What follows belongs to an exercise in optimizing a design on an open flow for small area and a short achievable clock period; a production flow would make more cautious choices. Function was checked by simulation only, so behaviour that the tests miss may differ from the original. Power and IR drop assume default switching activity.

--- flow/design.v ---
package dlx_pkg;
   localparam int DATA_W   = 32;
   localparam int REG_AW   = 5;
   localparam int NUM_REGS = 32;
   localparam int OP_W     = 6;
   localparam logic [OP_W-1:0] OP_RTYPE = 6'h00;
   localparam logic [OP_W-1:0] OP_J     = 6'h02;
   localparam logic [OP_W-1:0] OP_JAL   = 6'h03;
   localparam logic [OP_W-1:0] OP_BEQZ  = 6'h04;
   localparam logic [OP_W-1:0] OP_BNEZ  = 6'h05;
   localparam logic [OP_W-1:0] OP_LW    = 6'h23;
   localparam logic [DATA_W-1:0] NOP      = 32'h0000_0000;
   localparam logic [REG_AW-1:0] LINK_REG = 5'd31;
   typedef struct packed {
      logic [DATA_W-1:0] pc_4;
      logic [DATA_W-1:0] instr;
      logic              valid;
   } ifid_t;
   typedef enum logic [1:0] {
      CLS_R = 2'd0,
      CLS_I = 2'd1,
      CLS_J = 2'd2
   } instr_class_e;
   function automatic logic [1:0] classify(input logic [OP_W-1:0] op);
      case (op)
         OP_RTYPE:      classify = CLS_R;
         OP_J, OP_JAL:  classify = CLS_J;
         default:       classify = CLS_I;
      endcase
   endfunction
   function automatic logic [DATA_W-1:0] sext16(input logic [15:0] v);
      sext16 = {{16{v[15]}}, v};
   endfunction
   function automatic logic [DATA_W-1:0] sext26(input logic [25:0] v);
      sext26 = {{6{v[25]}}, v};
   endfunction
endpackage
import dlx_pkg::*;
module reg_file
(
   input  logic              clk_i,
   input  logic              rst_i,
   input  logic              we_i,
   input  logic [REG_AW-1:0] waddr_i,
   input  logic [DATA_W-1:0] wdata_i,
   input  logic [REG_AW-1:0] raddr1_i,
   input  logic [REG_AW-1:0] raddr2_i,
   output logic [DATA_W-1:0] rdata1_o,
   output logic [DATA_W-1:0] rdata2_o
);
   logic [DATA_W-1:0] regs_q [NUM_REGS];
   always_ff @(posedge clk_i) begin
      if (rst_i) begin
         for (int i = 0; i < NUM_REGS; i++) begin
            regs_q[i] <= '0;
         end
      end else if (we_i && (waddr_i != '0)) begin
         regs_q[waddr_i] <= wdata_i;
      end
   end
   always_comb begin
      rdata1_o = (raddr1_i == '0) ? '0 : regs_q[raddr1_i];
      rdata2_o = (raddr2_i == '0) ? '0 : regs_q[raddr2_i];
   end
endmodule
import dlx_pkg::*;
module id_stage
(
   input  logic              clk,
   input  logic              reset,
   input  logic [DATA_W-1:0] add_pc_4_in,
   input  logic [DATA_W-1:0] instruction_in,
   input  logic              wb_reg_write,
   input  logic [REG_AW-1:0] wb_rd,
   input  logic [DATA_W-1:0] wb_data,
   input  logic              ex_mem_read,
   input  logic [REG_AW-1:0] ex_rd,
   output logic [DATA_W-1:0] add_out,
   output logic              mux_pcsrc_out,
   output logic              pc_write_en,
   output logic              id_valid,
   output logic [OP_W-1:0]   id_opcode,
   output logic [REG_AW-1:0] id_rs1,
   output logic [REG_AW-1:0] id_rs2,
   output logic [REG_AW-1:0] id_rd,
   output logic [DATA_W-1:0] id_pc_4,
   output logic [DATA_W-1:0] id_rs1_data,
   output logic [DATA_W-1:0] id_rs2_data,
   output logic [DATA_W-1:0] id_imm
);
   dlx_pkg::ifid_t ifid_q;
   dlx_pkg::ifid_t ifid_d;
   logic [1:0]        cls;
   logic [OP_W-1:0]   opcode;
   logic [REG_AW-1:0] rs1, rs2, rd_r;
   logic              uses_rs1, uses_rs2;
   logic              load_hazard, wb_hazard, stall;
   logic              cond_taken, taken;
   logic [DATA_W-1:0] rs1_data, rs2_data;
   logic [DATA_W-1:0] imm;
   always_ff @(posedge clk) begin
      if (reset) begin
         ifid_q.pc_4  <= '0;
         ifid_q.instr <= NOP;
         ifid_q.valid <= 1'b0;
      end else begin
         ifid_q <= ifid_d;
      end
   end
   always_comb begin
      ifid_d = ifid_q;
      if (stall) begin
         ifid_d = ifid_q;
      end else if (taken) begin
         ifid_d.pc_4  = add_pc_4_in;
         ifid_d.instr = NOP;
         ifid_d.valid = 1'b0;
      end else begin
         ifid_d.pc_4  = add_pc_4_in;
         ifid_d.instr = instruction_in;
         ifid_d.valid = 1'b1;
      end
   end
   assign opcode = ifid_q.instr[31:26];
   assign rs1    = ifid_q.instr[25:21];
   assign rs2    = ifid_q.instr[20:16];
   assign rd_r   = ifid_q.instr[15:11];
   assign cls    = dlx_pkg::classify(opcode);
   assign uses_rs1 = (cls != CLS_J);
   assign uses_rs2 = (cls == CLS_R);
   reg_file u_reg_file (
      .clk_i    (clk),
      .rst_i    (reset),
      .we_i     (wb_reg_write),
      .waddr_i  (wb_rd),
      .wdata_i  (wb_data),
      .raddr1_i (rs1),
      .raddr2_i (rs2),
      .rdata1_o (rs1_data),
      .rdata2_o (rs2_data)
   );
   assign load_hazard = ex_mem_read && (ex_rd != '0) &&
                        ((uses_rs1 && (ex_rd == rs1)) ||
                         (uses_rs2 && (ex_rd == rs2)));
   assign wb_hazard = wb_reg_write && (wb_rd != '0) &&
                      ((uses_rs1 && (wb_rd == rs1)) ||
                       (uses_rs2 && (wb_rd == rs2)));
   assign stall = ifid_q.valid && (load_hazard || wb_hazard);
   always_comb begin
      case (opcode)
         OP_BEQZ:      cond_taken = (rs1_data == '0);
         OP_BNEZ:      cond_taken = (rs1_data != '0);
         OP_J, OP_JAL: cond_taken = 1'b1;
         default:      cond_taken = 1'b0;
      endcase
   end
   assign taken = ifid_q.valid && !stall && cond_taken;
   always_comb begin
      case (opcode)
         OP_RTYPE:              id_rd = rd_r;
         OP_JAL:                id_rd = LINK_REG;
         OP_J, OP_BEQZ, OP_BNEZ: id_rd = '0;
         default:               id_rd = rs2;
      endcase
   end
   assign imm = (cls == CLS_J) ? dlx_pkg::sext26(ifid_q.instr[25:0])
                               : dlx_pkg::sext16(ifid_q.instr[15:0]);
   assign add_out       = ifid_q.pc_4 + imm;
   assign mux_pcsrc_out = taken;
   assign pc_write_en   = reset || !stall;
   assign id_valid      = ifid_q.valid && !stall;
   assign id_opcode     = opcode;
   assign id_rs1        = rs1;
   assign id_rs2        = rs2;
   assign id_pc_4       = ifid_q.pc_4;
   assign id_rs1_data   = rs1_data;
   assign id_rs2_data   = rs2_data;
   assign id_imm        = imm;
endmodule
--- flow/run.sh ---
#!/bin/bash
# synth_recipe.tcl (not shown) runs the flow's synth.tcl, then flattens the netlist and writes it again
# the make line also repeats each setting of config.mk as NAME=value (left out here)
make -C /OpenROAD-flow-scripts/flow DESIGN_CONFIG=/design/flow/config.mk WORK_HOME=/design/flow/orfs CLKGATE_MAP_FILE= SYNTH_SCRIPT=/design/flow/synth_recipe.tcl finish
--- flow/config.mk ---
export PLATFORM = sky130hd
export DESIGN_NAME = id_stage
export DESIGN_NICKNAME = id_stage
export VERILOG_FILES = /design/flow/design.v
export SDC_FILE = /design/flow/constraint.sdc
export NUM_CORES = 4
export LEC_CHECK = 0
export CAP_MARGIN = 20
export CORE_MARGIN = 2
export CORE_UTILIZATION = 40
export SETUP_SLACK_MARGIN = 0.15
export SLEW_MARGIN = 20
--- flow/constraint.sdc ---
create_clock -name core_clock -period 5.8 [get_ports {clk}]
set_input_delay 1.1600 -clock core_clock [delete_from_list [all_inputs] [get_ports {clk}]]
set_output_delay 1.1600 -clock core_clock [all_outputs]
set_load 0.01 [all_outputs]
==> impl_results.md, run 1 <==
- Status: finished clean
- Top cell type's share of synthesized area: 0.516
- RSZ-0062 raised after global routing: true
- Fin util: 0.477
- Post-synthesis mux area share: 0.232
- Number of synthesized register bits: between 1000 and 1500
- CTS tree: built
- Post-DR vias/cell: 6.32
- Post-route ant nets: 0
- Pwr/cell area: 346 nW/µm²
- Final hold violation count: 0
- Yosys warning count: 2
- Startpoint types: flop
- Synth cell types: roughly 70
- Hpwl dp: 145000 µm
- Adder-cell share of the synthesized area: 0.00684
- Post-Synthesis Mean Instance Area: 14.6 µm²
- Post-synthesis compound-gate area fraction: 0.0374
- Port bufs: 293
- Insertion delay to the later sink of the worst-skew pair: between 0.7 and 0.8 ns
- GRT Total Usage: 0.301
- Period utilization: 0.995
- DR iter-0 viols: 6121
- Global-route wire length before repair: 318000 µm
- Post-Syn Area: 59600 µm²
- Initial Util: 0.403
- Peak Freq: 0.173 GHz
- Layout cells sized above 1: 0.261
- TritonCTS buffer count: 119
- Largest net degree at the start of global routing: approximately 50
- Ys async rst share: 0
- I/O pins: 294
- Total negative slack: 0 ns
- Worst path cell trace: buf_4, or3b_2, o22ai_1, nor4_1, o21a_1, or4_4, nor4_2, buf_4, mux2i_2, a21oi_4, buf_2
- Post-Route WL: between 200000 and 250000 µm
- Post-Synth XOR/XNOR Area: 0.00676
- Slew Viols, Final: 0
- Cell mode on critical path: buf_4
- Average wire per standard cell: 36.2 µm
- Slowest cell on the critical path: nor4_1
- Crit path largest cell delay: 0.85 ns
- Max_cap viols: 0
- Synth-to-Final Area Change: 18.2%
- Final Power: approximately 24 mW
- Initial antenna violation count: between 40 and 50
- CTS sink cnt: 1099
- GPL Wtd Cong: 0.905
- Core box area: 148000 µm²
- Rows: 141
- P_leak: 24.4 nW
- Number of global-route vias before repair: 39900
- Die height: 390 µm
- EDFF count, synth: 1024
- Hold bufs inserted after CTS: 0
- Die Wd: roughly 390 µm
- Synth top area cells: edfxtp_1, mux4_2, and2_1, dfxtp_1, clkbuf_1
- Gr ovfl total: 0
- Final Net Count: 4433
- Clock Pin Slew Worst Setup and Hold Paths: approximately 0.06 ns
- Min cycle time layout: 5.77 ns
- Clock Skews: between 0.04 and 0.05 ns
- H-tree levels: 3
- Main combinational cell family by area after synthesis: multiplexers
- Critical path fanouts, max: 14
- Worst Max-Slew Pin Slew: 1.21 ns
- Slew HR: 0.194
- Drt pass-1 iters: 6
- DR DRC count: 0
- Mapped Cells: 4070
- Simple-Gate Fraction of Synth Area: 0.136
- Via count: between 40000 and 50000
- Max Buffers Root-to-Sink: 3
- CP Class: reg2out
- Final setup viols: 0
- CP required: 4.64 ns
- Root buf cell: clkbuf_16
- Synth Flop Type: edfxtp_1
- Crit. End Element: output pin
- Largest area contributor in the netlist: edfxtp_1
- Maximum vdd ir drop: 0.000247 V
- Sequential area share after synthesis: 0.541
- Worst EP arrival: 4.61 ns
- Die Footprint: roughly 150000 µm²
- HP Class: reg2reg
[sequential cells by signal, summed over array words and instances, names as in the netlist, named ones only]
name / flops
u_reg_file.regs_q: 1024
ifid_q: 65
[placed cells by master, fill, tap and decap left out, types with 32 or more instances in the layout]
cell,n
a21o_1,36
a21oi_1,67
and2_1,997
buf_12,47
buf_4,194
clkbuf_16,120
clkdlybuf4s50_1,276
conb_1,32
dfxtp_1,66
edfxtp_1,1024
mux2i_1,89
mux4_2,573
nand2_1,123
nor2_1,94
nor2_4,33
o22ai_1,35
[cell type report]
class                           count  area [µm²]
Clock buffer                      142        3100
Antenna cell                       30        75.1
Multi-Input combinational cell   2489       25800
Sequential cell                  1099       32300
Inverter                           32         126
Clock inverter                     84         927
Tap cell                         1930        2410
Timing Repair Buffer              550        5710
Fill cell                       12600       77400
[metrics by stage]
step	hold WS, ns	instance area, µm²	setup WS [ns]	std cells
6_report	0.482	70500	0.0280	6356
2_1_floorplan	0.448	59700	0.863	4101
3_5_place_dp	0.472	65900	-0.148	6077
4_1_cts	0.483	70400	0.0649	6323
5_1_grt	0.499	70400	-0.0924	6335
3_3_place_gp	0.463	65900	-0.190	6077
[repair_timing]
action / 4_1_cts / 5_1_grt
hold endpoints to repair: 0 / 0
gates cloned: 6 / 0
pin swaps: 9 / 2
buffers inserted: 14 / 3
gates resized for setup: 41 / 13
endpoints found under the setup margin: 10 / 11
[kinds of logic after synthesis]
group,Yosys count
AO/OA/AOI/OAI,317
XOR/XNOR,46
adder cells (fa/ha/maj),32
buffers and inverters,513
flip-flops,1099
multiplexers,665
other,1
AND/OR/NAND/NOR,1397
[cells in the mapped netlist, types with 9 or more instances]
cell type  count
and3_1        22
nor2_1       129
a21o_1        36
or4_1         14
and2_1       997
nor2b_1       11
buf_2         36
dfxtp_1       75
a21oi_1       68
nand3b_1       9
mux2i_1       90
buf_1         36
edfxtp_1    1024
xor2_1        17
a32oi_1       18
ha_1          31
clkbuf_1     315
buf_4         81
nand2b_1      10
inv_1         32
mux4_2       573
nand2_1      123
nand3_1       32
a211o_1       14
o21ai_0       54
xnor2_1       29
o22ai_1       35
nor4_1        14
buf_6         11
[path summary, 6_finish.rpt]
| path | start | to | slack [ns] | cells past startpoint |
|---|---|---|---|---|
| min reg2reg | ifid_q[33]$_SDFFE_PP0N_ | ifid_q[33]$_SDFFE_PP0N_ | 0.48 | 2 |
| max reg2reg | flop | ifid_q[6]$_SDFFE_PP0N_ | 1.39 | 12 |
| max | flop | mux_pcsrc_out | 0.03 | 11 |
| min | ifid_q[33]$_SDFFE_PP0N_ | ifid_q[33]$_SDFFE_PP0N_ | 0.48 | 2 |
[worst max-delay path, delay by kind of cell (launching register included)]
kind                   cells  cell delay, ns
AOI/OAI and AO/OA          3            0.61
buffers and inverters      3            0.55
DFF                        1            0.63
muxes                      1            0.26
and+or+nand+nor            4            1.79
[layer usage]
layer | GRT usage | up-vias | wire (µm)
met4 | 0.127 | 4 | 10400
met3 | 0.0807 | 531 | 27800
li1 | - | 15900 | -
met2 | 0.481 | 2905 | 108000
met1 | 0.388 | 20800 | 83400
met5 | 0 | - | 24
[where the power goes]
part / leakage [nW] / switching (mW) / total, mW / internal, mW
Combinational: 12.1 / 3.68 / 6.86 / 3.18
Sequential: 10.4 / 0.406 / 9.54 / 9.13
Clock: 1.96 / 3.39 / 8.00 / 4.61
==> inputs of run 2 (changes only) <==
--- a/flow/design.v
+++ b/flow/design.v
@@ -47,20 +47,42 @@
    input  logic [REG_AW-1:0] raddr2_i,
    output logic [DATA_W-1:0] rdata1_o,
-   output logic [DATA_W-1:0] rdata2_o
+   output logic [DATA_W-1:0] rdata2_o,
+   output logic              nz1_o
 );
-   logic [DATA_W-1:0] regs_q [NUM_REGS];
+   logic [DATA_W-1:0] regs_q [1:NUM_REGS-1];
+   logic [NUM_REGS-1:1] nz_q;
+   logic [NUM_REGS-1:1] wen, sel1, sel2;
+   logic                wdata_nz;
+   assign wdata_nz = |wdata_i;
+   always_comb begin
+      for (int i = 1; i < NUM_REGS; i++) begin
+         wen[i] = we_i && (waddr_i == i[REG_AW-1:0]);
+      end
+   end
+   always_ff @(posedge clk_i) begin
+      for (int i = 1; i < NUM_REGS; i++) begin
+         regs_q[i] <= (wdata_i & {DATA_W{wen[i]}}) | (regs_q[i] & {DATA_W{!wen[i]}});
+      end
+   end
    always_ff @(posedge clk_i) begin
       if (rst_i) begin
-         for (int i = 0; i < NUM_REGS; i++) begin
-            regs_q[i] <= '0;
+         nz_q <= '0;
+      end else begin
+         for (int i = 1; i < NUM_REGS; i++) begin
+            if (wen[i]) nz_q[i] <= wdata_nz;
          end
-      end else if (we_i && (waddr_i != '0)) begin
-         regs_q[waddr_i] <= wdata_i;
-      end
-   end
-   always_comb begin
-      rdata1_o = (raddr1_i == '0) ? '0 : regs_q[raddr1_i];
-      rdata2_o = (raddr2_i == '0) ? '0 : regs_q[raddr2_i];
-   end
+      end
+   end
+   always_comb begin
+      rdata1_o = '0;
+      rdata2_o = '0;
+      for (int i = 1; i < NUM_REGS; i++) begin
+         sel1[i] = nz_q[i] && (raddr1_i == i[REG_AW-1:0]);
+         sel2[i] = nz_q[i] && (raddr2_i == i[REG_AW-1:0]);
+         rdata1_o = rdata1_o | (regs_q[i] & {DATA_W{sel1[i]}});
+         rdata2_o = rdata2_o | (regs_q[i] & {DATA_W{sel2[i]}});
+      end
+   end
+   assign nz1_o = |sel1;
 endmodule
 import dlx_pkg::*;
@@ -98,4 +120,5 @@
    logic              cond_taken, taken;
    logic [DATA_W-1:0] rs1_data, rs2_data;
+   logic              rs1_nz;
    logic [DATA_W-1:0] imm;
    always_ff @(posedge clk) begin
@@ -138,5 +161,6 @@
       .raddr2_i (rs2),
       .rdata1_o (rs1_data),
-      .rdata2_o (rs2_data)
+      .rdata2_o (rs2_data),
+      .nz1_o    (rs1_nz)
    );
    assign load_hazard = ex_mem_read && (ex_rd != '0) &&
@@ -149,6 +173,6 @@
    always_comb begin
       case (opcode)
-         OP_BEQZ:      cond_taken = (rs1_data == '0);
-         OP_BNEZ:      cond_taken = (rs1_data != '0);
+         OP_BEQZ:      cond_taken = !rs1_nz;
+         OP_BNEZ:      cond_taken = rs1_nz;
          OP_J, OP_JAL: cond_taken = 1'b1;
          default:      cond_taken = 1'b0;
==> impl_results.md, run 2 <==
- Status: finished clean
- Setup bufs post-CTS: 0
- Synth cell types: 62
- Top-count cell post-synth: edfxtp_1
- WHS Endpoint: ifid_q[30]$_SDFFE_PP0N_
- Worst Max-Slew Pin Slew: 1.36 ns
- Number of synthesized register bits: 1088
- Sequential area share after synthesis: 0.674
- Slew Viols, Final: 0
- Post-route insts no fill: 5207
- Via count: 39700
- GRT Total Usage: 0.363
- Largest net degree at the start of global routing: 49
- Post-Route WL: 227000 µm
- Layout cells sized above 1: 0.128
- Synth-to-Final Area Change: 19.1%
- Die height: 347 µm
- Core box area: 116000 µm²
- Commonest non-fill, non-tap cell in the layout: edfxtp_1
- Top cell type's share of synthesized area: 0.633
- Crit. End Element: output pin
- H-tree levels: 3
- Post-route ant nets: 0
- HP Class: reg2reg
- Synth Flop Type: edfxtp_1
- Worst Hold Depth: 1
- RSZ-0062 raised after global routing: true
- Period utilization: 0.979
- Startpoint types: flop
- Post-Synthesis Mean Instance Area: 14.1 µm²
- Average wire per standard cell: ~44 µm
- P_leak: 18.7 nW
- Rows: between 100 and 150
- Insertion delay to the later sink of the worst-skew pair: ~0.7 ns
- Number of global-route vias before repair: between 30000 and 40000
- Mapped Cells: 3348
- Max_cap viols: 0
- Peak Freq: around 0.18 GHz
- Area of the multi-input gates: 14000 µm²
- Hpwl dp: 127000 µm
- Clock Pin Slew Worst Setup and Hold Paths: 0.07 ns
- Drt pass-1 iters: 12
- Worst flop-to-flop path startpoint: ifid_q[24]$_SDFFE_PP0N_
- Initial Util: 0.404
- Reg2reg end: ifid_q[20]$_SDFFE_PP0N_
- Die Wd: between 300 and 400 µm
- TritonCTS buffer count: 113
- Clock Skews: approximately 0.012 ns
- Pwr/cell area: 309 nW/µm²
- Synth top cells by count: edfxtp_1, a22oi_1, clkbuf_1
- Post-Place Cells: 4989
- Cell area after layout: between 50000 and 60000 µm²
- Final setup viols: 0
- Largest area contributor in the netlist: edfxtp_1
- I/O pins: 294
- Gr ovfl total: 0
- Initial antenna violation count: 11
- FF-to-FF path depth: 8
- DR DRC count: 0
- GPL Wtd Cong: 0.959
- Layout fillers: 10000
- CP Class: reg2out
- Most frequent cells in the layout: edfxtp_1, a22oi_1, clkdlybuf4s50_1
- CTS tree: built
- R2R Setup Slk: approximately 2.0 ns
- Reg area: 31700 µm²
- Pre-CTS setup slack: 0.613 ns
- Die Footprint: 120000 µm²
- CP required: 4.64 ns
- Critical path fanouts, max: 22
- Synth top area cells: edfxtp_1, a22oi_1, dfxtp_1, a22o_1, a221oi_1
- Port bufs: approximately 290
- Root buf cell: clkbuf_16
- DR iter-0 viols: 10500
- Max Buffers Root-to-Sink: 3
- Worst EP arrival: 4.52 ns
- Slew HR: 0.0940
- Final Net Count: about 3700
- DP Area: approximately 52000 µm²
- Total negative slack: 0 ns
- Min cycle time layout: 5.68 ns
- Yosys warning count: 3
- Global-route wire length before repair: 303000 µm
- Ys async rst share: 0
- CTS sink cnt: around 1100
- Final hold violation count: 0
- Maximum vdd ir drop: 0.000262 V
- Post-Syn Area: about 47000 µm²
- EDFF count, synth: approximately 990
- Post-DR vias/cell: 7.63
- Hold Crit Start: ifid_q[30]$_SDFFE_PP0N_
- Fin worst setup slack: between 0.1 and 0.15 ns
[run 2: cell types whose count changed after synthesis, moves of 46 or more]
cell	before	now
a221oi_1	5	157
a222oi_1	0	64
a22o_1	6	189
a22oi_1	3	582
and2_1	997	3
and3_1	22	68
clkbuf_1	315	244
mux2i_1	90	32
mux4_2	573	0
nand2_1	123	28
nand3_1	32	233
or4_1	14	65
[run 2: worst max-delay path by stage]
stage | start | endpoint | slack, ns | depth (start not counted)
floorplan | wb_rd[4] | flop | 1.29 | 4
global placement | ifid_q[29]$_SDFFE_PP0N_ | add_out[29] | 0.62 | 14
detailed placement | ifid_q[29]$_SDFFE_PP0N_ | add_out[31] | 0.61 | 14
CTS | ifid_q[29]$_SDFFE_PP0N_ | add_out[31] | 0.16 | 14
global route | ifid_q[30]$_SDFFE_PP0N_ | add_out[25] | 0.15 | 13
finish | ifid_q[19]$_SDFFE_PP0N_ | id_rs2_data[16] | 0.12 | 8
[run 2: power by group]
part           total [mW]  internal (mW)  switching [mW]
sequential           8.78           8.68           0.102
combinational        1.05          0.447           0.607
clock                7.48           4.22            3.26
[run 2: per-layer routing]
layer  track usage  up-vias  wire length [µm]
met4         0.206       14             17000
met1         0.469    19300             75800
met2         0.521     4779             93600
met3         0.138     1149             40100
met5       0.00320        -               243
li1              -    14500                 -
[run 2: timing repair]
item,CTS,global route
pin swaps,0,1
endpoints found under the setup margin,5,14
gates cloned,0,0
hold buffers,0,0
gates resized for setup,7,13
[run 2: area by class of cell]
cell class	count	share of cell area
sequential	1088	0.566
multi-input combinational	1888	0.250
timing repair buffer	479	0.0823
clock buffer	129	0.0517
tap	1524	0.0340
clock inverter	81	0.0148
inverter	10	0.000670
antenna	8	0.000357
[run 2: kinds of logic (layout without fill, tap and decap cells)]
family,after synthesis,count (layout),synth area share
buffers and inverters,372,699,0.0361
multiplexers,33,33,0.00705
other,0,8,0
XOR/XNOR,46,46,0.00856
AND/OR/NAND/NOR,643,643,0.0741
adder cells (fa/ha/maj),32,32,0.00867
flip-flops,1088,1088,0.674
AO/OA/AOI/OAI,1134,1134,0.192
[run 2: per-stage QoR]
stage | power, mW | hold WS (ns) | util
finish | 17.3 | 0.517 | 0.481
global route | 17.6 | 0.533 | 0.481
CTS | 17.3 | 0.507 | 0.481
detailed placement | 9.97 | 0.488 | 0.449
global placement | 9.97 | 0.484 | 0.449
floorplan | 9.38 | 0.459 | -
[run 2: worst max-delay path, stage by stage, from the launching register on]
cell and delay, ns:
dfxtp_1 0.30, buf_4 0.18, nor2_1 0.43, and3_2 1.12
buf_4 0.48, a22oi_1 0.15, nand3_1 0.16, or4_1 0.33
clkdlybuf4s50_1 0.62

## afterwards: timing with drivers on the ports
Ports are ideal in the flow. The routed layouts listed here were re-timed in OpenROAD. Step 1: set_driving_cell puts a clkbuf_16 on clk and a buf_2 on each other input, an assumption about the parent block. Step 2 moves the port delays by t, midway between the first and last clock arrival at a register: inputs arrive t later, outputs are due t later. That takes back most of the time a late clock gives input paths. Slacks: ideal / step 1 / step 2; pairs: ideal / step 1.
run	shift t [ns]	setup slack, ns	worst setup path after step 2	slew at the worst register clock pin (ns)
run 1	0.841	0.028 / -0.058 / 0.705	input to output	0.07 / 0.07
run 2	0.794	0.121 / 0.044 / 0.735	input to output	0.07 / 0.07
After both steps every run listed still meets setup and hold.
